This is an optimization exercise on Yosys and OpenROAD, whose aim is small area, not a production implementation.
RTL that was checked went through simulation tests only; none was proved equivalent to the original.
Only the layout flow was run in run 8; the RTL was not checked for function there.
Power and IR drop assume default switching activity.

<file path="design/flow/design.v">
module fabric_bitstream_loader #(
    parameter int          NUM_ROWS       = 16,
    parameter int          NUM_COLUMNS    = 16,
    parameter int          FRAMES_PER_COL = 20,
    parameter logic [31:0] SYNC_WORD      = 32'hFAB0_FAB1
) (
    input  logic                                clk_i,
    input  logic                                rst_ni,
    input  logic [31:0]                         bitstream_data_i,
    input  logic                                bitstream_valid_i,
    output logic [NUM_ROWS*32-1:0]              frame_data_o,
    output logic [NUM_COLUMNS*FRAMES_PER_COL-1:0] frame_strobe_o,
    output logic                                config_busy_o,
    output logic                                config_done_o,
    output logic                                error_o
);
    localparam int FW = NUM_ROWS * 32;
    localparam int NS = NUM_COLUMNS * FRAMES_PER_COL;
    localparam int RW = (NUM_ROWS > 1) ? $clog2(NUM_ROWS) : 1;
    localparam int CW = (NUM_COLUMNS > 1) ? $clog2(NUM_COLUMNS) : 1;
    localparam int BW = (NUM_ROWS > 1) ? FW - 32 : 32;
    localparam logic [3:0] OP_WRITE  = 4'h1;
    localparam logic [3:0] OP_DESYNC = 4'hD;
    typedef enum logic [1:0] {S_IDLE, S_HEADER, S_DATA, S_CHECK} state_t;
    logic [31:0] sum_q;
    state_t          state_q, state_d;
    logic [RW-1:0]   row_q;
    logic [BW-1:0]   buf_nq;     
    logic [FW-1:0]   frame_nq;   
    logic            fvn_q;      
    logic [CW-1:0]   col_q, scol_q;
    logic [4:0]      frm_q, sfrm_q;
    logic            ok_q;
    logic            pend_q, pend_d;
    logic            sflag_q;
    logic            done_q, done_d;
    logic            err_q, err_d;
    logic [FW-1:0]   shift_w;
    logic            in_range;
    logic            hdr_wr, dat_wr, last_wr, sync_wr;
    logic            sum_eq;
    if (NUM_ROWS > 1) begin : g_shift
        assign shift_w = {buf_nq[FW-33:0], ~bitstream_data_i};
    end else begin : g_single
        assign shift_w = ~bitstream_data_i;
    end
    assign in_range = ({24'd0, bitstream_data_i[23:16]} < 32'(NUM_COLUMNS)) &&
                      ({27'd0, bitstream_data_i[4:0]}   < 32'(FRAMES_PER_COL));
    assign sync_wr = bitstream_valid_i && (state_q == S_IDLE) && (bitstream_data_i == SYNC_WORD);
    assign hdr_wr  = bitstream_valid_i && (state_q == S_HEADER) && (bitstream_data_i[31:28] == OP_WRITE);
    assign dat_wr  = bitstream_valid_i && (state_q == S_DATA);
    assign last_wr = dat_wr && (row_q == RW'(NUM_ROWS - 1));
    always_comb begin
        state_d  = state_q;
        pend_d   = 1'b0;
        done_d   = 1'b0;
        err_d    = err_q;
        if (bitstream_valid_i) begin
            case (state_q)
                S_IDLE: begin
                    if (bitstream_data_i == SYNC_WORD) begin
                        state_d = S_HEADER;
                        err_d   = 1'b0;
                    end
                end
                S_HEADER: begin
                    case (bitstream_data_i[31:28])
                        OP_WRITE: begin
                            state_d = S_DATA;
                            if (!in_range) err_d = 1'b1;
                        end
                        OP_DESYNC: begin
                            state_d = S_CHECK;
                        end
                        default: begin
                            state_d = S_IDLE;
                            err_d   = 1'b1;
                        end
                    endcase
                end
                S_DATA: begin
                    if (row_q == RW'(NUM_ROWS - 1)) begin
                        pend_d  = ok_q;
                        state_d = S_HEADER;
                    end
                end
                S_CHECK: begin
                    state_d = S_IDLE;
                    if (sum_eq) done_d = 1'b1;
                    else                           err_d  = 1'b1;
                end
                default: state_d = S_IDLE;
            endcase
        end
    end
    always_ff @(posedge clk_i or negedge rst_ni) begin
        if (!rst_ni) begin
            state_q  <= S_IDLE;
            pend_q   <= 1'b0;
            sflag_q  <= 1'b0;
            done_q   <= 1'b0;
            err_q    <= 1'b0;
        end else begin
            state_q  <= state_d;
            pend_q   <= pend_d;
            sflag_q  <= pend_q;
            done_q   <= done_d;
            err_q    <= err_d;
        end
    end
    always_ff @(posedge clk_i or negedge rst_ni) begin
        if (!rst_ni)      fvn_q <= 1'b1;
        else if (last_wr) fvn_q <= 1'b0;
    end
    always_ff @(posedge clk_i) begin
        if (last_wr) frame_nq <= shift_w;
    end
    always_ff @(posedge clk_i) begin
        if (bitstream_valid_i) buf_nq <= shift_w[BW-1:0];
    end
    always_ff @(posedge clk_i) begin
        if (hdr_wr) begin
            col_q <= bitstream_data_i[16 +: CW];
            frm_q <= bitstream_data_i[4:0];
            ok_q  <= in_range;
            row_q <= '0;
        end else if (dat_wr) begin
            row_q <= row_q + 1'b1;
        end
    end
    always_ff @(posedge clk_i) begin
        if (pend_q) begin
            scol_q <= col_q;
            sfrm_q <= frm_q;
        end
    end
    logic [31:0] sum_p, sum_g, sum_c, sum_n;
    assign sum_p = sum_q ^ bitstream_data_i;
    assign sum_g = sum_q & bitstream_data_i;
    for (genvar l = 0; l <= 5; l++) begin : g_pl
        logic [31:0] gg, pp;
        if (l == 0) begin : g_in
            assign gg = sum_g;
            assign pp = sum_p;
        end else begin : g_lvl
            for (genvar i = 0; i < 32; i++) begin : g_pi
                if ((i >> (l-1)) & 1) begin : g_op
                    localparam int J = ((i >> (l-1)) << (l-1)) - 1;
                    assign gg[i] = g_pl[l-1].gg[i] | (g_pl[l-1].pp[i] & g_pl[l-1].gg[J]);
                    assign pp[i] = g_pl[l-1].pp[i] & g_pl[l-1].pp[J];
                end else begin : g_pass
                    assign gg[i] = g_pl[l-1].gg[i];
                    assign pp[i] = g_pl[l-1].pp[i];
                end
            end
        end
    end
    assign sum_c = {g_pl[5].gg[30:0], 1'b0};
    assign sum_n  = sum_p ^ sum_c;
    assign sum_eq = ~|sum_p;
    always_ff @(posedge clk_i) begin
        if (sync_wr)     sum_q <= '0;
        else if (dat_wr) sum_q <= sum_n;
    end
    logic [NUM_COLUMNS-1:0]    col_hot;
    logic [FRAMES_PER_COL-1:0] frm_hot;
    always_comb begin
        for (int c = 0; c < NUM_COLUMNS; c++)
            col_hot[c] = sflag_q && (scol_q == CW'(c));
        for (int f = 0; f < FRAMES_PER_COL; f++)
            frm_hot[f] = (sfrm_q == 5'(f));
    end
    always_comb begin
        for (int c = 0; c < NUM_COLUMNS; c++)
            for (int f = 0; f < FRAMES_PER_COL; f++)
                frame_strobe_o[c*FRAMES_PER_COL + f] = col_hot[c] & frm_hot[f];
    end
    assign frame_data_o   = ~(frame_nq | {FW{fvn_q}});
    assign config_busy_o  = (state_q != S_IDLE);
    assign config_done_o  = done_q;
    assign error_o        = err_q;
endmodule
</file>
<file path="design/flow/flow/run.sh">
#!/bin/bash
# Standard ORFS layout (the standard.sh, standard synthesis unchanged) with
# smaller cells for port buffers and larger clock sink clusters.
set -euo pipefail
bash standard.sh \
  "BUFFER_PORTS_ARGS=-buffer_cell sky130_fd_sc_hd__buf_1" \
  "CTS_ARGS=-sink_clustering_enable -repair_clock_nets -dont_use_dummy_load -sink_clustering_size 18 -sink_clustering_max_diameter 50 -buf_list sky130_fd_sc_hd__clkbuf_8" \
  finish > make_finish.log 2>&1
</file>
<file path="design/flow/standard.sh">
#!/bin/bash
# synth_recipe.tcl (not shown) runs the flow's synth.tcl, then flattens the netlist and writes it again
# the make line also repeats each setting of config.mk as NAME=value (left out here)
make -C /OpenROAD-flow-scripts/flow DESIGN_CONFIG=/design/flow/config.mk WORK_HOME=/design/flow/orfs CLKGATE_MAP_FILE= SYNTH_SCRIPT=/design/flow/synth_recipe.tcl "${@:-finish}"
</file>
<file path="design/flow/config.mk">
export PLATFORM = sky130hd
export DESIGN_NAME = fabric_bitstream_loader
export DESIGN_NICKNAME = fabric_bitstream_loader
export VERILOG_FILES = /design/flow/design.v
export SDC_FILE = /design/flow/constraint.sdc
export NUM_CORES = 4
export LEC_CHECK = 0
export CAP_MARGIN = 20
export CORE_MARGIN = 2
export CORE_UTILIZATION = 60
export SLEW_MARGIN = 20
</file>
<file path="design/flow/constraint.sdc">
create_clock -name core_clock -period 5.0 [get_ports {clk_i}]
set_input_delay 1.0000 -clock core_clock [delete_from_list [all_inputs] [get_ports {clk_i}]]
set_output_delay 1.0000 -clock core_clock [all_outputs]
set_load 0.01 [all_outputs]
</file>
==> run_results.csv, run 1 <==
group,metric,value,unit
global_route,grt_util_all_layers,31.9,%
clock_tree,ctsHtreeMaxLevel,3,
floorplan,initial_utilization,60.6,%
power,ir_worst_vdd,0.203,mV
critical_path,r2r_end,"sum_q[26]$_SDFFE_PP0P_",
floorplan,die_y,254,um
power,power.density,331,nW/um^2
clock_tree,path_clk_slew,0.10,ns
logic_synthesis,synthArstFlopShare,0.664,%
logic_synthesis,netlist_instances,2417,
sta,fin_ws,0.827,ns
global_route,grt_pass1_vias,21344,
floorplan,die-area,64400,um^2
critical_path,critPathArrivalTime,3.17,ns
clock_tree,cts_max_path_buffers,3,
floorplan,row_count,91,
cells_and_area,fill_cells,4414,
cells_and_area,nNetsFinal,3362,
critical_path,crit_family,"simple AND/OR/NAND/NOR gates",
clock_tree,clock_latency,0.69,ns
clock_tree,ctsHoldBuffers,0,
logic_synthesis,synth-main-ff-cell,"edfxtp_1",
outcome,status,"finished clean",
floorplan,ioPinCount,870,
critical_path,ff2ff_path_depth,10,
global_route,antenna_found_initial,7,
clock_tree,cts-root-buf,"clkbuf_8",
place,placed_area,41700,um^2
clock_tree,post_cts_resized,0,
logic_synthesis,postSynthNetCount,2489,
sta,hold_viol_final,0,
critical_path,critPathMaxFanout,13,
floorplan,coreArea,61700,um^2
place,hpwl,75.9,mm
min_path,hold_path_class,"in2async",
critical_path,endpoint_kind,"primary output",
clock_tree,clock-sinks,1054,
drt,drtPass1Iterations,6,
logic_synthesis,netlist_area,37400,um^2
critical_path,cp_slowest_cell,"nand3_1",
cells_and_area,drive_gt1_share,4.84,%
critical_path,worst-path-stages,5,
logic_synthesis,synth.avg_cell_area,15.5,um^2
critical_path,cp-start-kind,"flop",
logic_synthesis,yosysWarnings,1,
sta,fin_crit,4.17,ns
drt,vias,22968,
drt,drtAntennaViolNets,0,
clock_tree,cts_tree,"built",
logic_synthesis,synthDistinctLibCells,74,
drt,drcViolationCount,0,
critical_path,cp_cell_sequence,"nor2b_1 > nand3_1 > buf_4 > nor2_1 > buf_1",
drt,wl_per_cell,25.5,um
critical_path,crit_type,"reg2out",
sta,rsz0062_at_grt,"no",
sta,finalSetupViolations,0,
critical_path,slowest_delay,0.54,ns
cells_and_area,area_growth,14.6,%
drt,viasPerCell,5.56,
clock_tree,cts_buffers,82,
cells_and_area,final-seq-area,31300,um^2
run,maxCapViolCount,0,
cells_and_area,postLayoutCellArea,42900,um^2
sta,finalCritPeriodShare,83.5,%
drt,wirelength,105,mm
critical_path,worstPathRequired,4.00,ns
cells_and_area,final_cell_mix,"edfxtp_1 (1011), nor2_1 (876), buf_1 (868)",
place,port_buffers,869,
cells_and_area,mostFrequentLayoutCell,"edfxtp_1",
power,leakage,0.0142,uW
sta,skew,0.0642,ns
sta,maxSlewViolCount,0,
place,finalWeightedCongestion,0.985,
cells_and_area,multi_input_area,5510,um^2
logic_synthesis,ys_ff_latch,1054,
sta,fmax,240,MHz
logic_synthesis,ys_seq_area_share,83.5,%
place,dp_slack,1.35,ns
critical_path,r2r_start,"sum_q[0]$_SDFFE_PP0P_",
global_route,grt_max_degree,159,
critical_path,r2r_slack,2.16,ns
critical_path,cp_num_buf_inv,2,
floorplan,fp.dieW,254,um
global_route,grt_pass1_wl,144,mm
clock_tree,cts_setup_buffers,0,
logic_synthesis,synth-edff-count,1011,
sta,worstMarginPinSlew,1.14,ns
global_route,overflow,0,
sta,slew_headroom,23.7,%
drt,drt_iter0_drc,2794,
-- synthesized netlist by cell type (all sizes together) (2+ instances only) --
master	number	area, um^2
and2	4	28.8
xor2	6	52.6
nor3b	4	30.0
nand4	11	68.8
or2	3	18.8
a31oi	4	40.0
a211oi	8	82.6
nor2b	11	68.8
ha	32	400
o21bai	6	45.0
or3	3	20.0
a32o	4	41.3
dfrtp	6	150
a2111oi	2	20.0
nor3	3	15.0
a21boi	2	15.0
a21oi	28	151
nand3	22	110
and4	2	18.8
inv	44	165
xnor2	13	114
nor2	879	3300
fa	5	100
and3	2	12.5
o21ai	13	68.8
buf	7	38.8
nand2	79	297
o211ai	3	32.5
nor4	10	62.6
edfxtp	1011	30400
o31ai	2	28.8
o22ai	3	18.8
nand2b	3	21.3
clkbuf	121	464
dfxtp	36	721
a21o	7	53.8
-- routing by layer --
layer	part of all wire, %	vias to the layer above	routed length [um]	track usage [%]
li1	-	10135	-	-
met3	8.9	266	9340	6.46
met5	0.012	-	13	0
met4	5.3	2	5550	15.9
met2	49	1344	52000	52.2
met1	36	11221	38400	41.2
-- per-stage QoR --
step	power, uW	TNS (ns)	utilization, %	cells	hold slack (ns)
final	14200	0	69.5	4128	0.261
after global routing	14600	0	69.5	4127	0.242
after CTS	14300	0	69.4	4124	0.225
after detailed placement	10400	0	67.6	4042	0.405
after global placement	10400	0	67.6	4042	0.400
after floorplan	10200	-2265.55	-	2417	0.400
-- worst max-delay path by stage --
stage / slack [ns] / end / startpoint
final: 0.83 / frame_strobe_o[9] / sfrm_q[0]$_DFFE_PP_
after global routing: 0.71 / frame_strobe_o[64] / scol_q[3]$_DFFE_PP_
after CTS: 0.76 / frame_strobe_o[9] / scol_q[3]$_DFFE_PP_
after detailed placement: 1.35 / sum_q[26]$_SDFFE_PP0P_ / bitstream_data_i[0]
after global placement: 1.45 / sum_q[26]$_SDFFE_PP0P_ / bitstream_data_i[0]
after floorplan: -4.41 / frame_nq[0]$_DFFE_PP_ / bitstream_valid_i
-- cell families (layout without fill, tap and decap cells) --
kind of cell               count (synthesis)  in the layout  share of synthesized area (%)
DFF                                     1054           1054                           83.5
xor gates and xnor gates                  19             19                          0.445
buffers and inverters                    172           1043                           1.79
adders and majority gates                 37             37                           1.34
and+or+nand+nor                         1041           1041                           11.0
other                                      0              3                              0
AOI/OAI and AO/OA                         93             93                           1.86
muxes                                      1              1                         0.0268
-- registers in the layout, summed over array words and instances, names as in the netlist --
register	cells
frame_nq	512
buf_nq	480
sum_q	32
frm_q	5
sfrm_q	5
col_q	4
row_q	4
scol_q	4
state_q	2
done_q	1
err_q	1
fvn_q	1
ok_q	1
pend_q	1
sflag_q	1
-- layout make-up --
cell class | count | share of cell area (%)
Sequential cell | 1054 | 72.9
Timing Repair Buffer | 917 | 8.74
Clock buffer | 82 | 2.63
Antenna cell | 3 | 0.0175
Multi-Input combinational cell | 1191 | 12.9
Tap cell | 837 | 2.44
Inverter | 44 | 0.385
-- report_power, final --
group	total [uW]	switching, uW	internal [uW]	leakage [uW]
Combinational	188	154	33.2	0.00381
Sequential	10000	108	9930	0.00985
Clock	3950	2480	1470	0.000590
==> run 2: changes to the inputs <==
==> design/flow/flow/run.sh (replaced) <==
#!/bin/bash
# Standard ORFS layout (the standard.sh, standard synthesis unchanged) with
# smaller cells for port buffers and larger clock sink clusters.
set -euo pipefail
bash standard.sh \
  "BUFFER_PORTS_ARGS=-buffer_cell sky130_fd_sc_hd__buf_1" \
  "CTS_ARGS=-sink_clustering_enable -repair_clock_nets -dont_use_dummy_load -sink_clustering_size 20 -sink_clustering_max_diameter 70 -buf_list sky130_fd_sc_hd__clkbuf_8" \
  finish > make_finish.log 2>&1
==> run_results.csv, run 2 <==
group,metric,value,unit
outcome,status,"finished clean",
logic_synthesis,postSynthNetCount,2489,
place,finalWeightedCongestion,0.985,
floorplan,initial_utilization,60.6,%
logic_synthesis,ys_ff_latch,1054,
cells_and_area,final-seq-area,31300,um^2
global_route,grt_max_degree,159,
logic_synthesis,synth-compound-area-share,1.86,%
drt,viasPerCell,5.56,
critical_path,crit_type,"reg2out",
clock_tree,cts_max_path_buffers,3,
logic_synthesis,muxShareOfSynthArea,0.0268,%
cells_and_area,top_regs,"frame_nq (512), buf_nq (480), sum_q (32)",
drt,wirelength,105,mm
sta,rsz0062_at_grt,"no",
critical_path,critPathMaxFanout,11,
sta,fmax,241,MHz
clock_tree,cts_tree,"built",
sta,hold_viol_final,0,
logic_synthesis,synthAdderAreaFrac,1.34,%
cells_and_area,area_growth,13.6,%
drt,drtPass1Iterations,5,
floorplan,ioPinCount,870,
clock_tree,cts-root-buf,"clkbuf_8",
power,power.density,322,nW/um^2
cells_and_area,nNetsFinal,3338,
floorplan,row_count,91,
clock_tree,ctsHoldBuffers,0,
drt,drt_iter0_drc,2847,
cells_and_area,finalCoreUtilization,68.9,%
logic_synthesis,yosysMostFrequentCell,"edfxtp_1",
cells_and_area,final_cell_mix,"edfxtp_1 (1011), nor2_1 (876), buf_1 (868)",
logic_synthesis,synthArstFlopShare,0.664,%
cells_and_area,multi_input_area,5520,um^2
logic_synthesis,ys_seq_area_share,83.5,%
floorplan,coreArea,61700,um^2
run,maxCapViolCount,0,
logic_synthesis,synth-main-ff-cell,"edfxtp_1",
sta,fin_ws,0.847,ns
logic_synthesis,synth.avg_cell_area,15.5,um^2
cells_and_area,regMostFlops,"frame_nq",
cells_and_area,drive_gt1_share,4.17,%
critical_path,endpoint_kind,"primary output",
drt,drtAntennaViolNets,0,
logic_synthesis,yosysTopAreaCellShare,81.1,%
global_route,grt_util_all_layers,31.6,%
logic_synthesis,netlist_area,37400,um^2
drt,wl_per_cell,25.5,um
drt,vias,22803,
logic_synthesis,synth_top_family_by_area,"simple AND/OR/NAND/NOR gates",
floorplan,die-area,64400,um^2
place,dp_slack,1.35,ns
critical_path,worstPathRequired,4.00,ns
global_route,grt_pass1_wl,143,mm
clock_tree,path_clk_slew,0.12,ns
sta,worstMarginPinSlew,1.15,ns
sta,maxSlewViolCount,0,
logic_synthesis,synth_xor_area_share,0.445,%
global_route,overflow,0,
sta,finalCritPeriodShare,83.1,%
sta,skew,0.0454,ns
drt,drcViolationCount,0,
clock_tree,ctsHtreeMaxLevel,2,
logic_synthesis,yosysWarnings,1,
cells_and_area,largest_register_ff_count,512,
min_path,hold_path_class,"in2async",
logic_synthesis,synth_simple_gate_area_share,11.0,%
cells_and_area,fill_cells,4423,
clock_tree,post_cts_resized,0,
power,ir_worst_vdd,0.244,mV
global_route,grt_pass1_vias,21175,
power,leakage,0.0141,uW
sta,slew_headroom,23.1,%
clock_tree,clock_latency,0.72,ns
global_route,antenna_found_initial,5,
critical_path,critPathArrivalTime,3.15,ns
logic_synthesis,synthDistinctLibCells,74,
logic_synthesis,netlist_instances,2417,
place,hpwl,75.9,mm
logic_synthesis,synth.top_cells.by_area,"edfxtp_1 (81%), nor2_1 (8.8%), dfxtp_1 (1.9%)",
clock_tree,clock-sinks,1054,
floorplan,die_y,254,um
logic_synthesis,synth.top_cells.by_count,"edfxtp_1 (1011), nor2_1 (877), clkbuf_1 (120)",
floorplan,fp.dieW,254,um
critical_path,cp-start-kind,"flop",
logic_synthesis,synth-edff-count,1011,
sta,finalSetupViolations,0,
sta,fin_crit,4.15,ns
logic_synthesis,yosysTopAreaCell,"edfxtp_1",
clock_tree,cts_buffers,59,
clock_tree,cts_setup_buffers,0,
place,port_buffers,869,
cells_and_area,mostFrequentLayoutCell,"edfxtp_1",
## run 2: final cells by class
class / count / area share (%)
tap: 837 / 2.46
sequential: 1054 / 73.5
antenna: 1 / 0.00588
timing repair buffer: 916 / 8.75
clock buffer: 59 / 1.91
inverter: 44 / 0.388
multi-input combinational: 1191 / 13.0
## run 2: power breakdown
group          total (uW)  switching, uW  leakage [uW]  internal, uW
Sequential          10000            109       0.00985          9930
Clock                3450           2390      0.000424          1060
Combinational         187            154       0.00380          33.2
Total               13700           2650        0.0141         11000
## run 2: critical path: stages (launching register included)
cell,delay [ns]
edfxtp_1,0.46
nor2_1,0.43
nand3_1,0.71
buf_4,0.48
nor2_1,0.16
buf_1,0.21
## run 2: stage by stage
stage / TNS, ns / total power, uW / hold WS [ns] / instance area [um^2] / instances
CTS: 0 / 13700 / 0.206 / 42500 / 4101
floorplan: -2265.55 / 10200 / 0.400 / 37400 / 2417
global route: 0 / 14000 / 0.229 / 42500 / 4102
detailed placement: 0 / 10400 / 0.405 / 41700 / 4042
global placement: 0 / 10400 / 0.400 / 41700 / 4042
finish: 0 / 13700 / 0.236 / 42500 / 4102
## run 2: kinds of logic (layout without fill, tap and decap cells)
family / after synthesis / after routing
other cells: 0 / 1
fa+ha+maj: 37 / 37
mux: 1 / 1
simple gates: 1041 / 1041
xor+xnor: 19 / 19
flops: 1054 / 1054
buf+inv: 172 / 1019
compound gates: 93 / 93
## run 2: path summary, 6_finish.rpt
check                                 startpoint                      to  depth (start not counted)  slack, ns
min                                       rst_ni  state_q[1]$_DFFE_PN0P_                          1       0.24
min reg2reg                buf_nq[197]$_DFFE_PP_   buf_nq[229]$_DFFE_PP_                          0       0.42
max reg2reg                sum_q[0]$_SDFFE_PP0P_  sum_q[26]$_SDFFE_PP0P_                         10       2.17
min in group core_clock    buf_nq[197]$_DFFE_PP_   buf_nq[229]$_DFFE_PP_                          0       0.42
max in group asynchronous                 rst_ni        done_q$_DFF_PN0_                          1       4.37
max                          sfrm_q[0]$_DFFE_PP_     frame_strobe_o[286]                          5       0.85
## run 2: layer usage
metal  part of all wire, %  GRT usage, %  up-vias
li1                      -             -    10078
met1                    37          41.2    11196
met2                    49          52.0     1289
met3                   8.6          5.68      240
met4                   5.1          15.3        0
met5                     0             0        -
==> run 3: changes to the inputs <==
==> design/flow/flow/run.sh (replaced) <==
#!/bin/bash
# Standard ORFS layout (the standard.sh, standard synthesis unchanged) with
# smaller cells for port buffers and larger clock sink clusters.
set -euo pipefail
bash standard.sh \
  "BUFFER_PORTS_ARGS=-buffer_cell sky130_fd_sc_hd__buf_1" \
  "CTS_ARGS=-sink_clustering_enable -repair_clock_nets -dont_use_dummy_load -sink_clustering_size 20 -sink_clustering_max_diameter 60 -buf_list sky130_fd_sc_hd__clkbuf_8" \
  finish > make_finish.log 2>&1
--- a/design/flow/config.mk
+++ b/design/flow/config.mk
@@ -7,5 +7,5 @@
 export LEC_CHECK = 0
 export CAP_MARGIN = 20
 export CORE_MARGIN = 2
-export CORE_UTILIZATION = 60
+export CORE_UTILIZATION = 70
 export SLEW_MARGIN = 20
==> run_results.csv, run 3 <==
group,metric,value,unit
logic_synthesis,synth.avg_cell_area,15.5,um^2
floorplan,fp.dieW,235,um
logic_synthesis,netlist_area,37400,um^2
floorplan,initial_utilization,71.1,%
logic_synthesis,netlist_instances,2417,
logic_synthesis,synth_top_family_by_area,"simple AND/OR/NAND/NOR gates",
floorplan,row_count,84,
logic_synthesis,synth.top_cells.by_area,"edfxtp_1 (81%), nor2_1 (8.8%), dfxtp_1 (1.9%)",
logic_synthesis,synth_xor_area_share,0.445,%
logic_synthesis,muxShareOfSynthArea,0.0268,%
logic_synthesis,synth_simple_gate_area_share,11.0,%
logic_synthesis,ys_ff_latch,1054,
logic_synthesis,yosysWarnings,1,
logic_synthesis,synthAdderAreaFrac,1.34,%
logic_synthesis,synth-edff-count,1011,
logic_synthesis,yosysTopAreaCell,"edfxtp_1",
logic_synthesis,yosysTopAreaCellShare,81.1,%
logic_synthesis,postSynthNetCount,2489,
floorplan,die_y,235,um
outcome,error,"[ERROR PPL-0024] Number of IO pins (870) exceeds maximum number of available positions (846). Increase the die perimeter from 940.78um to 1183.20um.",
logic_synthesis,ys_seq_area_share,83.5,%
logic_synthesis,yosysMostFrequentCell,"edfxtp_1",
outcome,haltStage,"3_2_place_iop",
logic_synthesis,synthArstFlopShare,0.664,%
logic_synthesis,synth-compound-area-share,1.86,%
logic_synthesis,synthDistinctLibCells,74,
outcome,status,"aborted with a tool error",
logic_synthesis,synth-main-ff-cell,"edfxtp_1",
logic_synthesis,synth.top_cells.by_count,"edfxtp_1 (1011), nor2_1 (877), clkbuf_1 (120)",
-- run 3: cell counts after synthesis --
Identical to the previous run, type by type.
-- run 3: kinds of logic after synthesis --
group	Yosys count
DFF	1054
and+or+nand+nor	1041
buffers and inverters	172
AOI/OAI and AO/OA	93
adders and majority gates	37
xor gates and xnor gates	19
muxes	1
==> run 4: changes to the inputs <==
--- a/design/flow/config.mk
+++ b/design/flow/config.mk
@@ -7,5 +7,5 @@
 export LEC_CHECK = 0
 export CAP_MARGIN = 20
 export CORE_MARGIN = 2
-export CORE_UTILIZATION = 70
+export CORE_UTILIZATION = 60
 export SLEW_MARGIN = 20
==> run_results.csv, run 4 <==
group,metric,value,unit
outcome,status,"finished clean",
floorplan,coreArea,61700,um^2
floorplan,ioPinCount,870,
sta,rsz0062_at_grt,"no",
power,power_frac_seq,73.2,%
place,port_buffers,869,
global_route,grt_pass1_vias,21186,
global_route,grtUsageMet2,52.0,%
global_route,grt_util_all_layers,31.7,%
cells_and_area,final_cell_mix,"edfxtp_1 (1011), nor2_1 (876), buf_1 (868)",
cells_and_area,fill_cells,4427,
logic_synthesis,yosysWarnings,1,
global_route,antenna_found_initial,6,
sta,fmax,240,MHz
critical_path,endpoint_kind,"primary output",
drt,wirelength,105,mm
power,p_clk_share,25.4,%
clock_tree,post_cts_resized,0,
drt,vias,22799,
power,ir_worst_vdd,0.249,mV
critical_path,cp_num_buf_inv,2,
sta,slew_headroom,19.8,%
clock_tree,path_clk_slew,0.11,ns
critical_path,worstPathRequired,4.00,ns
floorplan,row_count,91,
clock_tree,cts-root-buf,"clkbuf_8",
logic_synthesis,yosysTopAreaCell,"edfxtp_1",
logic_synthesis,synth.top_cells.by_area,"edfxtp_1 (81%), nor2_1 (8.8%), dfxtp_1 (1.9%)",
clock_tree,ctsHtreeMaxLevel,2,
logic_synthesis,synth.avg_cell_area,15.5,um^2
floorplan,die-area,64400,um^2
logic_synthesis,ys_seq_area_share,83.5,%
cells_and_area,regMostFlops,"frame_nq",
power,p_total,13700,uW
clock_tree,cts_max_path_buffers,3,
power,pwr-share-comb,1.4,%
drt,wl_per_cell,25.5,um
logic_synthesis,synth-edff-count,1011,
sta,fin_crit,4.16,ns
floorplan,initial_utilization,60.6,%
drt,viasPerCell,5.55,
power,power.density,322,nW/um^2
critical_path,r2r_start,"sum_q[0]$_SDFFE_PP0P_",
sta,skew,0.0744,ns
critical_path,ff2ff_path_depth,10,
critical_path,critPathMaxFanout,13,
global_route,overflow,0,
power,netSwitchingPower,2660,uW
critical_path,cp_slowest_cell,"nand3_1",
drt,drcViolationCount,0,
critical_path,slowest_delay,0.55,ns
clock_tree,cts_setup_buffers,0,
critical_path,crit_type,"reg2out",
critical_path,r2r_slack,2.14,ns
global_route,grt_max_degree,159,
critical_path,crit_family,"simple AND/OR/NAND/NOR gates",
cells_and_area,mostFrequentLayoutCell,"edfxtp_1",
clock_tree,clock_latency,0.74,ns
clock_tree,ctsHoldBuffers,0,
critical_path,cp-start-kind,"flop",
run,maxCapViolCount,0,
cells_and_area,area_growth,13.8,%
drt,drt_iter0_drc,2732,
power,intPower,11100,uW
logic_synthesis,yosysMostFrequentCell,"edfxtp_1",
cells_and_area,drive_gt1_share,4.22,%
logic_synthesis,yosysTopAreaCellShare,81.1,%
logic_synthesis,postSynthNetCount,2489,
logic_synthesis,netlist_area,37400,um^2
critical_path,r2r_end,"sum_q[26]$_SDFFE_PP0P_",
logic_synthesis,ys_ff_latch,1054,
logic_synthesis,synth.top_cells.by_count,"edfxtp_1 (1011), nor2_1 (877), clkbuf_1 (120)",
logic_synthesis,synth-main-ff-cell,"edfxtp_1",
cells_and_area,nNetsFinal,3341,
place,hpwl,75.9,mm
critical_path,critPathArrivalTime,3.16,ns
global_route,grt_pass1_wl,144,mm
drt,drtPass1Iterations,6,
sta,finalSetupViolations,0,
global_route,use_met3,6.07,%
power,leakage,0.0141,uW
logic_synthesis,synthDistinctLibCells,74,
sta,maxSlewViolCount,0,
min_path,hold_path_class,"in2async",
cells_and_area,top_regs,"frame_nq (512), buf_nq (480), sum_q (32)",
global_route,grt_busiest_layer,"met2",
power,switching_share,19.4,%
clock_tree,cts_tree,"built",
clock_tree,cts_buffers,61,
critical_path,cp_cell_sequence,"nor2b_1 > nand3_1 > buf_4 > nor2_1 > buf_1",
cells_and_area,finalCoreUtilization,69.0,%
sta,hold_viol_final,0,
sta,finalCritPeriodShare,83.3,%
global_route,met1_usage,41.3,%
cells_and_area,largest_register_ff_count,512,
floorplan,die_y,254,um
sta,fin_tns_setup,0,ns
drt,drtAntennaViolNets,0,
logic_synthesis,netlist_instances,2417,
clock_tree,clock-sinks,1054,
logic_synthesis,synthArstFlopShare,0.664,%
place,finalWeightedCongestion,0.985,
floorplan,fp.dieW,254,um
sta,worstMarginPinSlew,1.20,ns
-- run 4: worst max path at each step --
stage | startpoint | end | slack (ns) | depth (start not counted)
after floorplan | bitstream_valid_i | frame_nq[0]$_DFFE_PP_ | -4.41 | 4
after global placement | bitstream_data_i[0] | sum_q[26]$_SDFFE_PP0P_ | 1.45 | 11
after detailed placement | bitstream_data_i[0] | sum_q[26]$_SDFFE_PP0P_ | 1.35 | 11
after CTS | scol_q[3]$_DFFE_PP_ | frame_strobe_o[9] | 0.76 | 4
after global routing | scol_q[3]$_DFFE_PP_ | frame_strobe_o[64] | 0.71 | 4
final | sfrm_q[4]$_DFFE_PP_ | frame_strobe_o[9] | 0.84 | 5
-- run 4: power groups by stage --
| stage | registers, uW | logic, uW | clock network (uW) |
|---|---|---|---|
| after floorplan | 10200 | 47.0 | 0 |
| after global placement | 10200 | 183 | 0 |
| after detailed placement | 10200 | 186 | 0 |
| after CTS | 10000 | 186 | 3550 |
| after global routing | 10100 | 202 | 3820 |
| final | 10000 | 187 | 3490 |
-- run 4: metal layers --
layer	vias to the layer above	wire [um]
met2	1277	51500
met1	11164	37800
li1	10086	-
met5	-	13
met4	2	5630
met3	270	9680
-- run 4: logic make-up (layout without fill, tap and decap cells) --
kind of cell / Yosys count / in the layout / synth area share [%]
AO/OA/AOI/OAI: 93 / 93 / 1.86
XOR/XNOR: 19 / 19 / 0.445
adder cells (fa/ha/maj): 37 / 37 / 1.34
buffers and inverters: 172 / 1022 / 1.79
flip-flops: 1054 / 1054 / 83.5
multiplexers: 1 / 1 / 0.0268
other: 0 / 2 / 0
AND/OR/NAND/NOR: 1041 / 1041 / 11.0
-- run 4: final cells by class --
| type | count | area, um^2 | share of cell area (%) |
|---|---|---|---|
| Sequential cell | 1054 | 31300 | 73.4 |
| Multi-Input combinational cell | 1191 | 5510 | 13.0 |
| Timing Repair Buffer | 917 | 3750 | 8.80 |
| Tap cell | 837 | 1050 | 2.46 |
| Clock buffer | 61 | 840 | 1.97 |
| Inverter | 44 | 165 | 0.388 |
| Antenna cell | 2 | 5.00 | 0.0118 |
-- run 4: through the flow --
stage                     cell area, um^2  setup WS, ns  hold slack, ns  std cells
after detailed placement            41700          1.35           0.405       4042
after global routing                42600         0.711           0.238       4105
after floorplan                     37400         -4.41           0.400       2417
after CTS                           42500         0.757           0.218       4103
after global placement              41700          1.45           0.400       4042
final                               42600         0.835           0.262       4106
==> run 5: changes to the inputs <==
--- a/design/flow/config.mk
+++ b/design/flow/config.mk
@@ -5,7 +5,7 @@
 export SDC_FILE = /design/flow/constraint.sdc
 export NUM_CORES = 4
 export LEC_CHECK = 0
-export CAP_MARGIN = 20
+export CAP_MARGIN = 5
 export CORE_MARGIN = 2
 export CORE_UTILIZATION = 60
-export SLEW_MARGIN = 20
+export SLEW_MARGIN = 5
==> run_results.csv, run 5 <==
group,metric,value,unit
outcome,status,"finished clean",
drt,drt_iter0_drc,2730,
floorplan,initial_utilization,60.6,%
logic_synthesis,synth_xor_area_share,0.445,%
global_route,grt_pass1_vias,21186,
cells_and_area,fill_cells,4431,
logic_synthesis,yosysMostFrequentCell,"edfxtp_1",
power,ir_worst_vdd,0.251,mV
critical_path,critPathArrivalTime,3.36,ns
logic_synthesis,synth_top_family_by_area,"simple AND/OR/NAND/NOR gates",
drt,wl_per_cell,25.5,um
run,maxCapViolCount,0,
drt,drtPass1Iterations,6,
drt,vias,22844,
global_route,antenna_found_initial,6,
logic_synthesis,synth.top_cells.by_area,"edfxtp_1 (81%), nor2_1 (8.8%), dfxtp_1 (1.9%)",
drt,wirelength,105,mm
cells_and_area,top_regs,"frame_nq (512), buf_nq (480), sum_q (32)",
critical_path,r2r_start,"sum_q[0]$_SDFFE_PP0P_",
floorplan,die_y,254,um
logic_synthesis,synthAdderAreaFrac,1.34,%
global_route,overflow,0,
logic_synthesis,muxShareOfSynthArea,0.0268,%
sta,finalSetupViolations,0,
power,power.density,323,nW/um^2
logic_synthesis,synth.top_cells.by_count,"edfxtp_1 (1011), nor2_1 (877), clkbuf_1 (120)",
min_path,hold_path_class,"in2async",
critical_path,cp-start-kind,"flop",
logic_synthesis,yosysTopAreaCell,"edfxtp_1",
logic_synthesis,synth-edff-count,1011,
logic_synthesis,yosysWarnings,1,
sta,fin_crit,4.36,ns
critical_path,critPathMaxFanout,20,
floorplan,ioPinCount,870,
place,dp_slack,1.35,ns
logic_synthesis,synth.avg_cell_area,15.5,um^2
clock_tree,clock_latency,0.74,ns
clock_tree,cts-root-buf,"clkbuf_8",
logic_synthesis,synth-compound-area-share,1.86,%
critical_path,cp_slowest_cell,"nand2_1",
logic_synthesis,ys_ff_latch,1054,
global_route,grt_pass1_wl,144,mm
cells_and_area,regMostFlops,"frame_nq",
sta,hold_viol_final,0,
floorplan,fp.dieW,254,um
floorplan,coreArea,61700,um^2
cells_and_area,multi_input_area,5510,um^2
critical_path,cp_cell_sequence,"nor3b_1 > nand2_1 > nor2_1 > buf_1",
drt,drcViolationCount,0,
cells_and_area,postLayoutCellArea,42500,um^2
sta,fin_ws,0.639,ns
global_route,grt_max_degree,159,
clock_tree,path_clk_slew,0.12,ns
cells_and_area,area_growth,13.7,%
cells_and_area,nNetsFinal,3340,
cells_and_area,drive_gt1_share,4.13,%
sta,rsz0062_at_grt,"no",
clock_tree,cts_buffers,61,
critical_path,worstPathRequired,4.00,ns
clock_tree,cts_max_path_buffers,3,
cells_and_area,largest_register_ff_count,512,
clock_tree,ctsHtreeMaxLevel,2,
logic_synthesis,synthDistinctLibCells,74,
logic_synthesis,postSynthNetCount,2489,
logic_synthesis,netlist_instances,2417,
sta,slew_headroom,13.9,%
logic_synthesis,synth-main-ff-cell,"edfxtp_1",
floorplan,die-area,64400,um^2
critical_path,ff2ff_path_depth,10,
place,finalWeightedCongestion,0.985,
sta,maxSlewViolCount,0,
logic_synthesis,netlist_area,37400,um^2
logic_synthesis,ys_seq_area_share,83.5,%
clock_tree,post_cts_resized,0,
logic_synthesis,synthArstFlopShare,0.664,%
sta,worstMarginPinSlew,1.29,ns
critical_path,cp_num_buf_inv,1,
critical_path,crit_family,"simple AND/OR/NAND/NOR gates",
power,leakage,0.0141,uW
cells_and_area,mostFrequentLayoutCell,"edfxtp_1",
logic_synthesis,synth_simple_gate_area_share,11.0,%
sta,fmax,229,MHz
critical_path,crit_type,"reg2out",
critical_path,endpoint_kind,"primary output",
cells_and_area,final-seq-area,31300,um^2
place,hpwl,75.9,mm
clock_tree,ctsHoldBuffers,0,
critical_path,r2r_slack,2.15,ns
critical_path,r2r_end,"sum_q[26]$_SDFFE_PP0P_",
cells_and_area,final_cell_mix,"edfxtp_1 (1011), nor2_1 (876), buf_1 (868)",
power,p_total,13700,uW
sta,skew,0.0729,ns
drt,drtAntennaViolNets,0,
clock_tree,cts_setup_buffers,0,
global_route,grt_util_all_layers,31.7,%
place,placed_area,41700,um^2
clock_tree,clock-sinks,1054,
critical_path,slowest_delay,0.85,ns
drt,viasPerCell,5.56,
floorplan,row_count,91,
clock_tree,cts_tree,"built",
place,port_buffers,869,
logic_synthesis,yosysTopAreaCellShare,81.1,%
sta,finalCritPeriodShare,87.2,%
==> run 5: cell counts after synthesis <==
Identical to the previous run, type by type.
==> run 5: routing by layer <==
metal	GRT usage (%)	vias up	share of wire, %
met1	41.3	11187	36
met4	15.2	2	5.3
met2	52.0	1307	49
met3	6.07	266	9.3
met5	0	-	0.012
li1	-	10082	-
==> run 5: worst max path at each step <==
| stage | startpoint | end | slack, ns | depth (start not counted) |
|---|---|---|---|---|
| after global routing | scol_q[3]$_DFFE_PP_ | frame_strobe_o[9] | 0.49 | 4 |
| after CTS | scol_q[3]$_DFFE_PP_ | frame_strobe_o[9] | 0.76 | 4 |
| after floorplan | bitstream_valid_i | frame_nq[0]$_DFFE_PP_ | -4.41 | 4 |
| after detailed placement | bitstream_data_i[0] | sum_q[26]$_SDFFE_PP0P_ | 1.35 | 11 |
| after global placement | bitstream_data_i[0] | sum_q[26]$_SDFFE_PP0P_ | 1.45 | 11 |
| final | scol_q[3]$_DFFE_PP_ | frame_strobe_o[9] | 0.64 | 4 |
==> run 5: where the power goes <==
group / internal (uW) / switching (uW) / total (uW)
clock: 1090 / 2400 / 3500
sequential: 9930 / 108 / 10000
combinational: 33.2 / 154 / 187
==> run 5: cell type report <==
class / instances / area share (%)
timing repair buffer: 916 / 8.74
tap: 837 / 2.46
antenna: 2 / 0.0118
multi-input combinational: 1191 / 12.9
sequential: 1054 / 73.5
clock buffer: 61 / 1.97
inverter: 44 / 0.388
==> run 5: kinds of logic after synthesis <==
kind of cell,after synthesis
AO/OA/AOI/OAI,93
XOR/XNOR,19
adder cells (fa/ha/maj),37
buffers and inverters,172
flip-flops,1054
multiplexers,1
AND/OR/NAND/NOR,1041
==> run 5: stage by stage <==
stage                     util [%]  cells  setup TNS, ns  hold WS, ns
after floorplan                  -   2417       -2265.55        0.400
after global placement        67.6   4042              0        0.400
after detailed placement      67.6   4042              0        0.405
after CTS                     68.9   4103              0        0.218
after global routing          68.9   4104              0        0.238
final                         68.9   4105              0        0.257
==> run 6: changes to the inputs <==
--- a/design/flow/design.v
+++ b/design/flow/design.v
@@ -28,9 +28,12 @@
     logic [BW-1:0]   buf_nq;     
     logic [FW-1:0]   frame_nq;   
     logic            fvn_q;      
-    logic [CW-1:0]   col_q, scol_q;
-    logic [4:0]      frm_q, sfrm_q;
+    logic [CW-1:0]   col_nq;     
+    logic [4:0]      frm_nq;     
     logic            ok_q;
+    logic            hcap_q;
+    logic [31:0]     hdr_w;
+    logic            hdr_in_range;
     logic            pend_q, pend_d;
     logic            sflag_q;
     logic            done_q, done_d;
@@ -119,19 +122,20 @@
         if (bitstream_valid_i) buf_nq <= shift_w[BW-1:0];
     end
     always_ff @(posedge clk_i) begin
-        if (hdr_wr) begin
-            col_q <= bitstream_data_i[16 +: CW];
-            frm_q <= bitstream_data_i[4:0];
-            ok_q  <= in_range;
-            row_q <= '0;
-        end else if (dat_wr) begin
-            row_q <= row_q + 1'b1;
-        end
+        if (hdr_wr)      row_q <= '0;
+        else if (dat_wr) row_q <= row_q + 1'b1;
+    end
+    assign hdr_w        = ~buf_nq[31:0];
+    assign hdr_in_range = ({24'd0, hdr_w[23:16]} < 32'(NUM_COLUMNS)) &&
+                          ({27'd0, hdr_w[4:0]}   < 32'(FRAMES_PER_COL));
+    always_ff @(posedge clk_i) begin
+        hcap_q <= hdr_wr;
     end
     always_ff @(posedge clk_i) begin
-        if (pend_q) begin
-            scol_q <= col_q;
-            sfrm_q <= frm_q;
+        if (hcap_q) begin
+            col_nq <= buf_nq[16 +: CW];
+            frm_nq <= buf_nq[4:0];
+            ok_q   <= hdr_in_range;
         end
     end
     logic [31:0] sum_p, sum_g, sum_c, sum_n;
@@ -166,9 +170,9 @@
     logic [FRAMES_PER_COL-1:0] frm_hot;
     always_comb begin
         for (int c = 0; c < NUM_COLUMNS; c++)
-            col_hot[c] = sflag_q && (scol_q == CW'(c));
+            col_hot[c] = sflag_q && (~col_nq == CW'(c));
         for (int f = 0; f < FRAMES_PER_COL; f++)
-            frm_hot[f] = (sfrm_q == 5'(f));
+            frm_hot[f] = (~frm_nq == 5'(f));
     end
     always_comb begin
         for (int c = 0; c < NUM_COLUMNS; c++)
--- a/design/flow/config.mk
+++ b/design/flow/config.mk
@@ -5,7 +5,8 @@
 export SDC_FILE = /design/flow/constraint.sdc
 export NUM_CORES = 4
 export LEC_CHECK = 0
-export CAP_MARGIN = 5
+export CAP_MARGIN = 20
 export CORE_MARGIN = 2
 export CORE_UTILIZATION = 60
-export SLEW_MARGIN = 5
+export PLACE_DENSITY = 0.75
+export SLEW_MARGIN = 20
==> run_results.csv, run 6 <==
group,metric,value,unit
outcome,status,"finished clean",
cells_and_area,final_cell_mix,"edfxtp_1 (1002), nor2_1 (871), buf_1 (868)",
logic_synthesis,yosysWarnings,1,
min_path,hold_path_class,"reg2reg",
logic_synthesis,netlist_instances,2421,
global_route,grt_pass1_vias,20947,
clock_tree,cts_tree,"built",
cells_and_area,mostFrequentLayoutCell,"edfxtp_1",
power,power.density,326,nW/um^2
global_route,grtUsageMet2,49.0,%
sta,slew_headroom,16.1,%
floorplan,die_y,253,um
cells_and_area,nNetsFinal,3346,
sta,skew,0.0852,ns
place,finalWeightedCongestion,1.02,
clock_tree,clock-sinks,1046,
clock_tree,post_cts_resized,0,
power,ir_worst_vdd,0.161,mV
logic_synthesis,synth_xor_area_share,0.472,%
logic_synthesis,synth-compound-area-share,1.82,%
global_route,grt_max_degree,181,
global_route,use_met3,5.63,%
logic_synthesis,yosysTopAreaCell,"edfxtp_1",
drt,wl_per_cell,24.9,um
sta,rsz0062_at_grt,"no",
power,leakage,0.0141,uW
global_route,met1_usage,39.8,%
clock_tree,cts_max_path_buffers,3,
logic_synthesis,synth-edff-count,1002,
sta,maxSlewViolCount,0,
critical_path,slowest_delay,0.54,ns
place,hpwl,74.2,mm
critical_path,cp-start-kind,"flop",
global_route,grt_pass1_wl,139,mm
drt,vias,22849,
critical_path,critPathArrivalTime,2.98,ns
floorplan,ioPinCount,870,
run,maxCapViolCount,0,
global_route,grt_util_all_layers,30.7,%
logic_synthesis,synth_top_family_by_area,"simple AND/OR/NAND/NOR gates",
critical_path,cp_cell_sequence,"nor3b_1 > nand2_1 > buf_4 > nor2_1 > buf_1",
clock_tree,cts-root-buf,"clkbuf_8",
logic_synthesis,synthArstFlopShare,0.669,%
logic_synthesis,synthDistinctLibCells,55,
sta,worstMarginPinSlew,1.25,ns
floorplan,row_count,91,
cells_and_area,area_growth,14.0,%
floorplan,initial_utilization,60.4,%
clock_tree,ctsHtreeMaxLevel,3,
clock_tree,clock_latency,0.69,ns
logic_synthesis,netlist_area,37100,um^2
drt,wirelength,101,mm
floorplan,die-area,63900,um^2
sta,fin_tns_setup,0,ns
critical_path,worstPathRequired,4.00,ns
critical_path,critPathMaxFanout,11,
critical_path,r2r_slack,2.22,ns
sta,finalSetupViolations,0,
drt,drcViolationCount,0,
logic_synthesis,ys_seq_area_share,83.5,%
drt,drt_iter0_drc,2657,
logic_synthesis,ys_ff_latch,1046,
logic_synthesis,synth.avg_cell_area,15.3,um^2
clock_tree,cts_setup_buffers,0,
cells_and_area,regMostFlops,"frame_nq",
place,dpl.cell_count,3993,
place,port_buffers,869,
logic_synthesis,yosysTopAreaCellShare,81.0,%
logic_synthesis,synth.top_cells.by_count,"edfxtp_1 (1002), nor2_1 (872), clkbuf_1 (122)",
logic_synthesis,postSynthNetCount,2493,
sta,fin_crit,3.98,ns
logic_synthesis,muxShareOfSynthArea,0.0809,%
drt,viasPerCell,5.62,
global_route,overflow,0,
sta,fmax,251,MHz
cells_and_area,largest_register_ff_count,512,
drt,drtAntennaViolNets,0,
logic_synthesis,synthAdderAreaFrac,1.35,%
drt,drtPass1Iterations,6,
critical_path,cp_slowest_cell,"nand2_1",
critical_path,crit_type,"reg2out",
clock_tree,path_clk_slew,0.12,ns
floorplan,fp.dieW,253,um
global_route,antenna_found_initial,10,
cells_and_area,drive_gt1_share,3.73,%
floorplan,coreArea,61500,um^2
critical_path,endpoint_kind,"primary output",
logic_synthesis,synth-main-ff-cell,"edfxtp_1",
clock_tree,cts_buffers,68,
sta,hold_viol_final,0,
global_route,grt_busiest_layer,"met2",
logic_synthesis,yosysMostFrequentCell,"edfxtp_1",
sta,finalCritPeriodShare,79.7,%
cells_and_area,stdcell_count,4069,
logic_synthesis,synth_simple_gate_area_share,11.1,%
clock_tree,ctsHoldBuffers,0,
logic_synthesis,synth.top_cells.by_area,"edfxtp_1 (81%), nor2_1 (8.8%), dfxtp_1 (2.0%)",
cells_and_area,top_regs,"frame_nq (512), buf_nq (480), sum_q (32)",
[run 6: kinds of logic after synthesis]
logic type,count (synthesis)
mux,3
compound gates,107
buf+inv,167
flops,1046
simple gates,1041
fa+ha+maj,37
xor+xnor,20
[run 6: critical path: cells and delay by family (launching register included)]
| kind | cells | cell delay, ns |
|---|---|---|
| buffers and inverters | 2 | 0.58 |
| DFF | 1 | 0.45 |
| and+or+nand+nor | 3 | 1.30 |
[run 6: stage by stage]
step	total power, uW	hold WS (ns)	util, %	setup WS (ns)	area [um^2]
2_1_floorplan	10200	0.331	-	-4.31	37200
3_3_place_gp	10400	0.340	67.3	1.43	41300
3_5_place_dp	10400	0.347	67.3	1.43	41300
4_1_cts	13800	0.339	68.8	1.06	42300
5_1_grt	14200	0.352	68.9	0.916	42300
6_report	13800	0.370	68.9	1.02	42300
[run 6: layout make-up]
type,count,area [um^2]
antenna,7,17.5
timing repair buffer,906,3690
sequential,1046,31000
clock buffer,68,936
fill,4130,19100
tap,790,988
inverter,44,165
multi-input combinational,1208,5530
[run 6: layer usage]
| metal | routed length (um) | share of wire (%) |
|---|---|---|
| met1 | 36700 | 36 |
| met2 | 48900 | 48 |
| met3 | 9340 | 9.2 |
| met4 | 6550 | 6.5 |
| met5 | 0 | 0 |
[run 6: worst paths after layout]
check / from / to / cells after the start
max: col_nq[2]$_DFFE_PP_ / frame_strobe_o[314] / 5
min reg2reg: pend_q$_DFF_PN0_ / sflag_q$_DFF_PN0_ / 0
min: pend_q$_DFF_PN0_ / sflag_q$_DFF_PN0_ / 0
max reg2reg: sum_q[0]$_SDFFE_PP0P_ / sum_q[21]$_SDFFE_PP0P_ / 9
max in group asynchronous: rst_ni / done_q$_DFF_PN0_ / 1
min in group asynchronous: rst_ni / pend_q$_DFF_PN0_ / 1
[run 6: where the power goes]
group / switching (uW) / internal (uW) / total [uW]
Clock: 2380 / 1230 / 3610
Sequential: 122 / 9860 / 9980
Combinational: 161 / 33.2 / 194
Total: 2660 / 11100 / 13800
==> run 7: changes to the inputs <==
--- a/design/flow/config.mk
+++ b/design/flow/config.mk
@@ -8,5 +8,4 @@
 export CAP_MARGIN = 20
 export CORE_MARGIN = 2
 export CORE_UTILIZATION = 60
-export PLACE_DENSITY = 0.75
 export SLEW_MARGIN = 20
==> run_results.csv, run 7 <==
group,metric,value,unit
drt,wl_per_cell,26.0,um
global_route,overflow,0,
clock_tree,cts-root-buf,"clkbuf_8",
floorplan,die_y,253,um
logic_synthesis,yosysTopAreaCell,"edfxtp_1",
min_path,hold_path_class,"in2async",
critical_path,worstPathRequired,4.00,ns
logic_synthesis,netlist_area,37100,um^2
global_route,grt_pass1_wl,144,mm
logic_synthesis,synth-edff-count,1002,
critical_path,critPathMaxFanout,20,
cells_and_area,stdcell_count,4061,
global_route,antenna_found_initial,6,
logic_synthesis,synth-main-ff-cell,"edfxtp_1",
clock_tree,clock_latency,0.64,ns
floorplan,fp.dieW,253,um
cells_and_area,area_growth,13.9,%
power,leakage,0.0140,uW
power,p_total,13800,uW
clock_tree,ctsHoldBuffers,0,
sta,hold_viol_final,0,
drt,viasPerCell,5.64,
cells_and_area,top_regs,"frame_nq (512), buf_nq (480), sum_q (32)",
drt,vias,22902,
logic_synthesis,synth.avg_cell_area,15.3,um^2
logic_synthesis,synthDistinctLibCells,55,
clock_tree,ctsHtreeMaxLevel,3,
sta,finalSetupViolations,0,
critical_path,endpoint_kind,"primary output",
clock_tree,path_clk_slew,0.11,ns
global_route,grt_max_degree,146,
cells_and_area,fill_cells,4284,
logic_synthesis,synth.top_cells.by_count,"edfxtp_1 (1002), nor2_1 (872), clkbuf_1 (122)",
place,finalWeightedCongestion,0.984,
place,hpwl,76.6,mm
floorplan,ioPinCount,870,
sta,rsz0062_at_grt,"no",
clock_tree,cts_buffers,66,
sta,worstMarginPinSlew,1.30,ns
clock_tree,cts_tree,"built",
place,dpl.cell_count,3993,
logic_synthesis,netlist_instances,2421,
logic_synthesis,ys_seq_area_share,83.5,%
cells_and_area,final_cell_mix,"edfxtp_1 (1002), nor2_1 (870), buf_1 (868)",
clock_tree,post_cts_resized,0,
logic_synthesis,postSynthNetCount,2493,
cells_and_area,regMostFlops,"frame_nq",
critical_path,crit_type,"reg2out",
floorplan,row_count,91,
run,maxCapViolCount,0,
logic_synthesis,ys_ff_latch,1046,
floorplan,initial_utilization,60.4,%
place,port_buffers,869,
critical_path,critPathArrivalTime,3.32,ns
clock_tree,cts_setup_buffers,0,
critical_path,r2r_slack,2.29,ns
logic_synthesis,yosysWarnings,1,
drt,drcViolationCount,0,
floorplan,die-area,63900,um^2
drt,drtAntennaViolNets,0,
sta,skew,0.0691,ns
drt,wirelength,106,mm
clock_tree,clock-sinks,1046,
floorplan,coreArea,61500,um^2
drt,drtPass1Iterations,8,
logic_synthesis,synth.top_cells.by_area,"edfxtp_1 (81%), nor2_1 (8.8%), dfxtp_1 (2.0%)",
sta,slew_headroom,13.4,%
sta,maxSlewViolCount,0,
sta,finalCritPeriodShare,86.4,%
power,power.density,325,nW/um^2
global_route,grt_pass1_vias,21105,
logic_synthesis,yosysTopAreaCellShare,81.0,%
cells_and_area,nNetsFinal,3343,
global_route,grt_util_all_layers,32.1,%
cells_and_area,largest_register_ff_count,512,
power,ir_worst_vdd,0.217,mV
outcome,status,"finished clean",
sta,fmax,232,MHz
drt,drt_iter0_drc,3212,
logic_synthesis,yosysMostFrequentCell,"edfxtp_1",
cells_and_area,drive_gt1_share,3.76,%
critical_path,cp-start-kind,"flop",
sta,fin_crit,4.32,ns
cells_and_area,mostFrequentLayoutCell,"edfxtp_1",
logic_synthesis,synthArstFlopShare,0.669,%
clock_tree,cts_max_path_buffers,3,
[run 7: cell counts after synthesis]
No cell type changed its count.
[run 7: metal layers]
layer / track usage (%) / wire length [um] / share of wire [%]
met1: 42.4 / 39800 / 38
met2: 51.6 / 51200 / 48
met3: 6.70 / 9330 / 8.8
met4: 15.2 / 5380 / 5.1
met5: 0 / 54 / 0.051
[run 7: layout make-up]
class / instances / area [um^2] / area share, %
clock buffers: 66 / 908 / 2.15
multi-input cells: 1208 / 5550 / 13.1
repair buffers: 905 / 3690 / 8.71
diodes: 2 / 5.00 / 0.0118
well taps: 790 / 988 / 2.34
flip-flops and latches: 1046 / 31000 / 73.3
inverters: 44 / 165 / 0.390
[run 7: worst max-delay path, cell delays in order (launching register included)]
cell and delay (ns):
edfxtp_1 0.49, nor2b_1 0.37, nand2_1 0.69, nor2_1 0.90
buf_1 0.23
[run 7: metrics by stage]
step | utilization, % | hold WS (ns) | setup TNS [ns] | worst slack [ns] | instance area, um^2
2_1_floorplan | - | 0.331 | -2212.42 | -4.31 | 37200
3_3_place_gp | 67.3 | 0.334 | 0 | 1.47 | 41400
3_5_place_dp | 67.3 | 0.350 | 0 | 1.39 | 41400
4_1_cts | 68.8 | 0.212 | 0 | 0.855 | 42300
5_1_grt | 68.8 | 0.248 | 0 | 0.591 | 42300
6_report | 68.8 | 0.276 | 0 | 0.681 | 42300
[run 7: kinds of logic (layout without fill, tap and decap cells)]
group	count (synthesis)	count (layout)	share of synthesized area (%)
other	0	2	0
adders and majority gates	37	37	1.35
AOI/OAI and AO/OA	107	107	1.82
xor gates and xnor gates	20	20	0.472
DFF	1046	1046	83.5
and+or+nand+nor	1041	1041	11.1
muxes	3	3	0.0809
buffers and inverters	167	1015	1.69
[run 7: report_power, final]
| group | internal, uW | switching, uW |
|---|---|---|
| registers | 9860 | 123 |
| logic | 32.6 | 157 |
| clock network | 1200 | 2390 |
| total | 11100 | 2670 |
[run 7: path summary, 6_finish.rpt]
check / from / cells past startpoint / endpoint
min in group core_clock: pend_q$_DFF_PN0_ / 0 / sflag_q$_DFF_PN0_
max: col_nq[1]$_DFFE_PP_ / 4 / frame_strobe_o[29]
min reg2reg: pend_q$_DFF_PN0_ / 0 / sflag_q$_DFF_PN0_
max reg2reg: sum_q[0]$_SDFFE_PP0P_ / 9 / sum_q[21]$_SDFFE_PP0P_
max in group asynchronous: rst_ni / 1 / fvn_q$_DFFE_PN1P_
min: rst_ni / 1 / done_q$_DFF_PN0_
==> run 8: changes to the inputs <==
==> design/flow/design.v (replaced) <==
module fabric_bitstream_loader #(
    parameter int          NUM_ROWS       = 16,
    parameter int          NUM_COLUMNS    = 16,
    parameter int          FRAMES_PER_COL = 20,
    parameter logic [31:0] SYNC_WORD      = 32'hFAB0_FAB1
) (
    input  logic                                clk_i,
    input  logic                                rst_ni,
    input  logic [31:0]                         bitstream_data_i,
    input  logic                                bitstream_valid_i,
    output logic [NUM_ROWS*32-1:0]              frame_data_o,
    output logic [NUM_COLUMNS*FRAMES_PER_COL-1:0] frame_strobe_o,
    output logic                                config_busy_o,
    output logic                                config_done_o,
    output logic                                error_o
);
    localparam int FW = NUM_ROWS * 32;
    localparam int NS = NUM_COLUMNS * FRAMES_PER_COL;
    localparam int RW = (NUM_ROWS > 1) ? $clog2(NUM_ROWS) : 1;
    localparam logic [3:0] OP_WRITE  = 4'h1;
    localparam logic [3:0] OP_DESYNC = 4'hD;
    typedef enum logic [1:0] {S_IDLE, S_HEADER, S_DATA, S_CHECK} state_t;
    logic [31:0] sum_q, sum_d;
    state_t          state_q, state_d;
    logic [RW-1:0]   row_q, row_d;
    logic [FW-1:0]   buf_q, buf_d;
    logic [FW-1:0]   frame_q, frame_d;
    logic [7:0]      col_q, col_d;
    logic [4:0]      frm_q, frm_d;
    logic            ok_q, ok_d;
    logic            pend_q, pend_d;
    logic [NS-1:0]   strobe_q, strobe_d;
    logic            done_q, done_d;
    logic            err_q, err_d;
    logic [FW-1:0]   shift_w;
    logic [31:0]     tgt_idx;
    logic            in_range;
    if (NUM_ROWS > 1) begin : g_shift
        assign shift_w = {buf_q[FW-33:0], bitstream_data_i};
    end else begin : g_single
        assign shift_w = bitstream_data_i;
    end
    assign tgt_idx  = 32'(col_q) * 32'(FRAMES_PER_COL) + 32'(frm_q);
    assign in_range = ({24'd0, bitstream_data_i[23:16]} < 32'(NUM_COLUMNS)) &&
                      ({27'd0, bitstream_data_i[4:0]}   < 32'(FRAMES_PER_COL));
    always_comb begin
        state_d  = state_q;
        row_d    = row_q;
        buf_d    = buf_q;
        frame_d  = frame_q;
        col_d    = col_q;
        frm_d    = frm_q;
        ok_d     = ok_q;
        pend_d   = 1'b0;
        done_d   = 1'b0;
        err_d    = err_q;
        strobe_d = pend_q ? (NS'(1) << tgt_idx) : '0;
        sum_d    = sum_q;
        if (bitstream_valid_i) begin
            case (state_q)
                S_IDLE: begin
                    if (bitstream_data_i == SYNC_WORD) begin
                        state_d = S_HEADER;
                        err_d   = 1'b0;
                        sum_d   = '0;
                    end
                end
                S_HEADER: begin
                    case (bitstream_data_i[31:28])
                        OP_WRITE: begin
                            state_d = S_DATA;
                            row_d   = '0;
                            col_d   = bitstream_data_i[23:16];
                            frm_d   = bitstream_data_i[4:0];
                            ok_d    = in_range;
                            if (!in_range) err_d = 1'b1;
                        end
                        OP_DESYNC: begin
                            state_d = S_CHECK;
                        end
                        default: begin
                            state_d = S_IDLE;
                            err_d   = 1'b1;
                        end
                    endcase
                end
                S_DATA: begin
                    buf_d = shift_w;
                    sum_d = sum_q + bitstream_data_i;
                    if (row_q == RW'(NUM_ROWS - 1)) begin
                        frame_d = shift_w;
                        pend_d  = ok_q;
                        state_d = S_HEADER;
                    end else begin
                        row_d = row_q + 1'b1;
                    end
                end
                S_CHECK: begin
                    state_d = S_IDLE;
                    if (bitstream_data_i == sum_q) done_d = 1'b1;
                    else                           err_d  = 1'b1;
                end
                default: state_d = S_IDLE;
            endcase
        end
    end
    always_ff @(posedge clk_i or negedge rst_ni) begin
        if (!rst_ni) begin
            state_q  <= S_IDLE;
            row_q    <= '0;
            buf_q    <= '0;
            frame_q  <= '0;
            col_q    <= '0;
            frm_q    <= '0;
            ok_q     <= 1'b0;
            pend_q   <= 1'b0;
            strobe_q <= '0;
            done_q   <= 1'b0;
            err_q    <= 1'b0;
            sum_q    <= '0;
        end else begin
            state_q  <= state_d;
            row_q    <= row_d;
            buf_q    <= buf_d;
            frame_q  <= frame_d;
            col_q    <= col_d;
            frm_q    <= frm_d;
            ok_q     <= ok_d;
            pend_q   <= pend_d;
            strobe_q <= strobe_d;
            done_q   <= done_d;
            err_q    <= err_d;
            sum_q    <= sum_d;
        end
    end
    assign frame_data_o   = frame_q;
    assign frame_strobe_o = strobe_q;
    assign config_busy_o  = (state_q != S_IDLE);
    assign config_done_o  = done_q;
    assign error_o        = err_q;
endmodule
==> design/flow/run.sh (new file) <==
#!/bin/bash
# synth_recipe.tcl (not shown) runs the flow's synth.tcl, then flattens the netlist and writes it again
# the make line also repeats each setting of config.mk as NAME=value (left out here)
make -C /OpenROAD-flow-scripts/flow DESIGN_CONFIG=/design/flow/config.mk WORK_HOME=/design/flow/orfs CLKGATE_MAP_FILE= SYNTH_SCRIPT=/design/flow/synth_recipe.tcl finish
--- a/design/flow/config.mk
+++ b/design/flow/config.mk
@@ -7,5 +7,5 @@
 export LEC_CHECK = 0
 export CAP_MARGIN = 20
 export CORE_MARGIN = 2
-export CORE_UTILIZATION = 60
+export CORE_UTILIZATION = 40
 export SLEW_MARGIN = 20
removed: design/flow/flow/run.sh
removed: design/flow/standard.sh
==> run_results.csv, run 8 <==
group,metric,value,unit
drt,viasPerCell,4.96,
drt,wirelength,159,mm
clock_tree,clock_latency,0.78,ns
cells_and_area,nNetsFinal,5309,
critical_path,worstSetupStartpoint,"col_q[1]$_DFFE_PN0P_",
global_route,grt_pass1_wl,235,mm
power,power.density,438,nW/um^2
sta,skew,0.0316,ns
drt,drtPass1Iterations,6,
global_route,grt_max_degree,178,
clock_tree,clock-sinks,1367,
clock_tree,path_clk_slew,0.06,ns
cells_and_area,regMostFlops,"frame_q",
logic_synthesis,yosysTopAreaCellShare,66.0,%
logic_synthesis,synth_top_family_by_area,"simple AND/OR/NAND/NOR gates",
outcome,status,"finished clean",
floorplan,initial_utilization,40.2,%
power,ir_worst_vdd,0.710,mV
logic_synthesis,postSynthNetCount,4472,
critical_path,critPathArrivalTime,4.77,ns
critical_path,crit_type,"reg2reg",
global_route,antenna_found_initial,4,
sta,hold_viol_final,0,
clock_tree,cts_tree,"built",
cells_and_area,top_regs,"frame_q (512), buf_q (480), strobe_q (320)",
critical_path,cp-start-kind,"flop",
sta,fmax,242,MHz
cells_and_area,area_growth,30.1,%
logic_synthesis,yosysTopAreaCell,"dfrtp_1",
logic_synthesis,synth.top_cells.by_count,"nand2_1 (1507), dfrtp_1 (1367), mux2_2 (526)",
floorplan,die-area,132000,um^2
logic_synthesis,ys_ff_latch,1367,
logic_synthesis,synth-main-ff-cell,"dfrtp_1",
place,finalWeightedCongestion,0.852,
logic_synthesis,synth-edff-count,0,
floorplan,coreArea,129000,um^2
sta,slew_headroom,33.0,%
global_route,grt_pass1_vias,34866,
global_route,overflow,0,
cells_and_area,postLayoutCellArea,67400,um^2
clock_tree,cts_setup_buffers,0,
drt,drtAntennaViolNets,0,
critical_path,r2r_start,"col_q[1]$_DFFE_PN0P_",
logic_synthesis,synth_simple_gate_area_share,16.2,%
logic_synthesis,synth.top_cells.by_area,"dfrtp_1 (66%), mux2_2 (11%), nand2_1 (11%)",
clock_tree,ctsHtreeMaxLevel,4,
clock_tree,post_cts_resized,0,
cells_and_area,final-seq-area,34200,um^2
sta,rsz0062_at_grt,"no",
critical_path,r2r_end,"strobe_q[64]$_DFF_PN0_",
logic_synthesis,synthDistinctLibCells,73,
cells_and_area,final_cell_mix,"nand2_1 (1505), dfrtp_1 (1367), clkdlybuf4s50_1 (868)",
logic_synthesis,synthArstFlopShare,100,%
drt,drt_iter0_drc,2636,
floorplan,ioPinCount,870,
drt,vias,35065,
sta,fin_crit,4.13,ns
critical_path,critPathMaxFanout,32,
critical_path,crit_path_end,"strobe_q[64]$_DFF_PN0_",
sta,maxSlewViolCount,0,
sta,finalCritPeriodShare,82.6,%
logic_synthesis,yosysMostFrequentCell,"nand2_1",
logic_synthesis,yosysWarnings,1,
cells_and_area,mostFrequentLayoutCell,"nand2_1",
global_route,grt_util_all_layers,23.8,%
critical_path,worstPathRequired,5.65,ns
floorplan,fp.dieW,364,um
logic_synthesis,synthAdderAreaFrac,1.40,%
cells_and_area,drive_gt1_share,17.4,%
sta,fin_tns_setup,0,ns
sta,finalSetupViolations,0,
## run 8: cell count changes in the layout (fill, tap and decap cells not counted), moves of 151 or more
| cell | change |
|---|---|
| nand2_1 | +1425 |
| dfrtp_1 | +1361 |
| edfxtp_1 | -1002 |
| buf_1 | -868 |
| clkdlybuf4s50_1 | +868 |
| nor2_1 | -694 |
| mux2_2 | +526 |
| clkbuf_16 | +151 |
## run 8: cells by family (layout without fill, tap and decap cells)
group	after synthesis	after routing
fa+ha+maj	56	56
xor+xnor	37	37
simple gates	1960	1960
mux	527	527
flops	1367	1367
compound gates	152	152
buf+inv	282	1227
other cells	0	2
## run 8: routing by layer
| metal | wire (um) | vias up | GRT usage (%) |
|---|---|---|---|
| met5 | 0 | - | 0 |
| met4 | 6300 | 0 | 9.80 |
| met3 | 11000 | 258 | 6.65 |
| met2 | 75200 | 919 | 37.5 |
| met1 | 66300 | 17826 | 31.0 |
| li1 | - | 16062 | - |
## run 8: cell type report
| class | count | area share (%) |
|---|---|---|
| inverter | 22 | 0.122 |
| clock inverter | 32 | 0.553 |
| tap | 1742 | 3.23 |
| timing repair buffer | 949 | 14.4 |
| antenna | 2 | 0.00742 |
| sequential | 1367 | 50.7 |
| clock buffer | 224 | 6.56 |
| multi-input combinational | 2732 | 24.4 |
## run 8: worst min path at each step
stage | startpoint | endpoint | slack, ns
floorplan | buf_q[448]$_DFFE_PN0P_ | buf_q[448]$_DFFE_PN0P_ | 0.44
global placement | buf_q[456]$_DFFE_PN0P_ | buf_q[456]$_DFFE_PN0P_ | 0.45
detailed placement | buf_q[453]$_DFFE_PN0P_ | buf_q[453]$_DFFE_PN0P_ | 0.46
CTS | rst_ni | frame_q[7]$_DFFE_PN0P_ | 0.16
global route | rst_ni | frame_q[5]$_DFFE_PN0P_ | 0.14
finish | rst_ni | frame_q[7]$_DFFE_PN0P_ | 0.12
## run 8: metrics by stage
| step | instances | power (uW) | hold WS, ns | utilization (%) | setup slack [ns] |
|---|---|---|---|---|---|
| 2_1_floorplan | 4381 | 16300 | 0.440 | - | 1.73 |
| 3_3_place_gp | 6812 | 18800 | 0.453 | 48.5 | 0.619 |
| 3_5_place_dp | 6812 | 18900 | 0.457 | 48.5 | 0.537 |
| 4_1_cts | 7068 | 29700 | 0.157 | 52.3 | 0.878 |
| 5_1_grt | 7070 | 30800 | 0.143 | 52.3 | 0.632 |
| 6_report | 7070 | 29500 | 0.119 | 52.3 | 0.871 |
## run 8: worst max-delay path: stages, from the launching register on
cell,delay (ns)
dfrtp_1,0.42
ha_1,0.30
ha_1,0.16
inv_1,0.06
fa_1,0.48
nor2b_1,0.16
o21ai_2,0.07
and2_1,0.21
xnor3_1,0.36
a2bb2oi_2,0.16
and3b_1,0.60
nand4_4,0.65
nor3_1,0.38
## run 8: power breakdown
part           leakage (uW)  internal, uW  switching (uW)
Combinational        0.0117          1920            4610
Sequential           0.0190         11700             504
Clock               0.00236          6310            4500
Total                0.0330         19900            9620
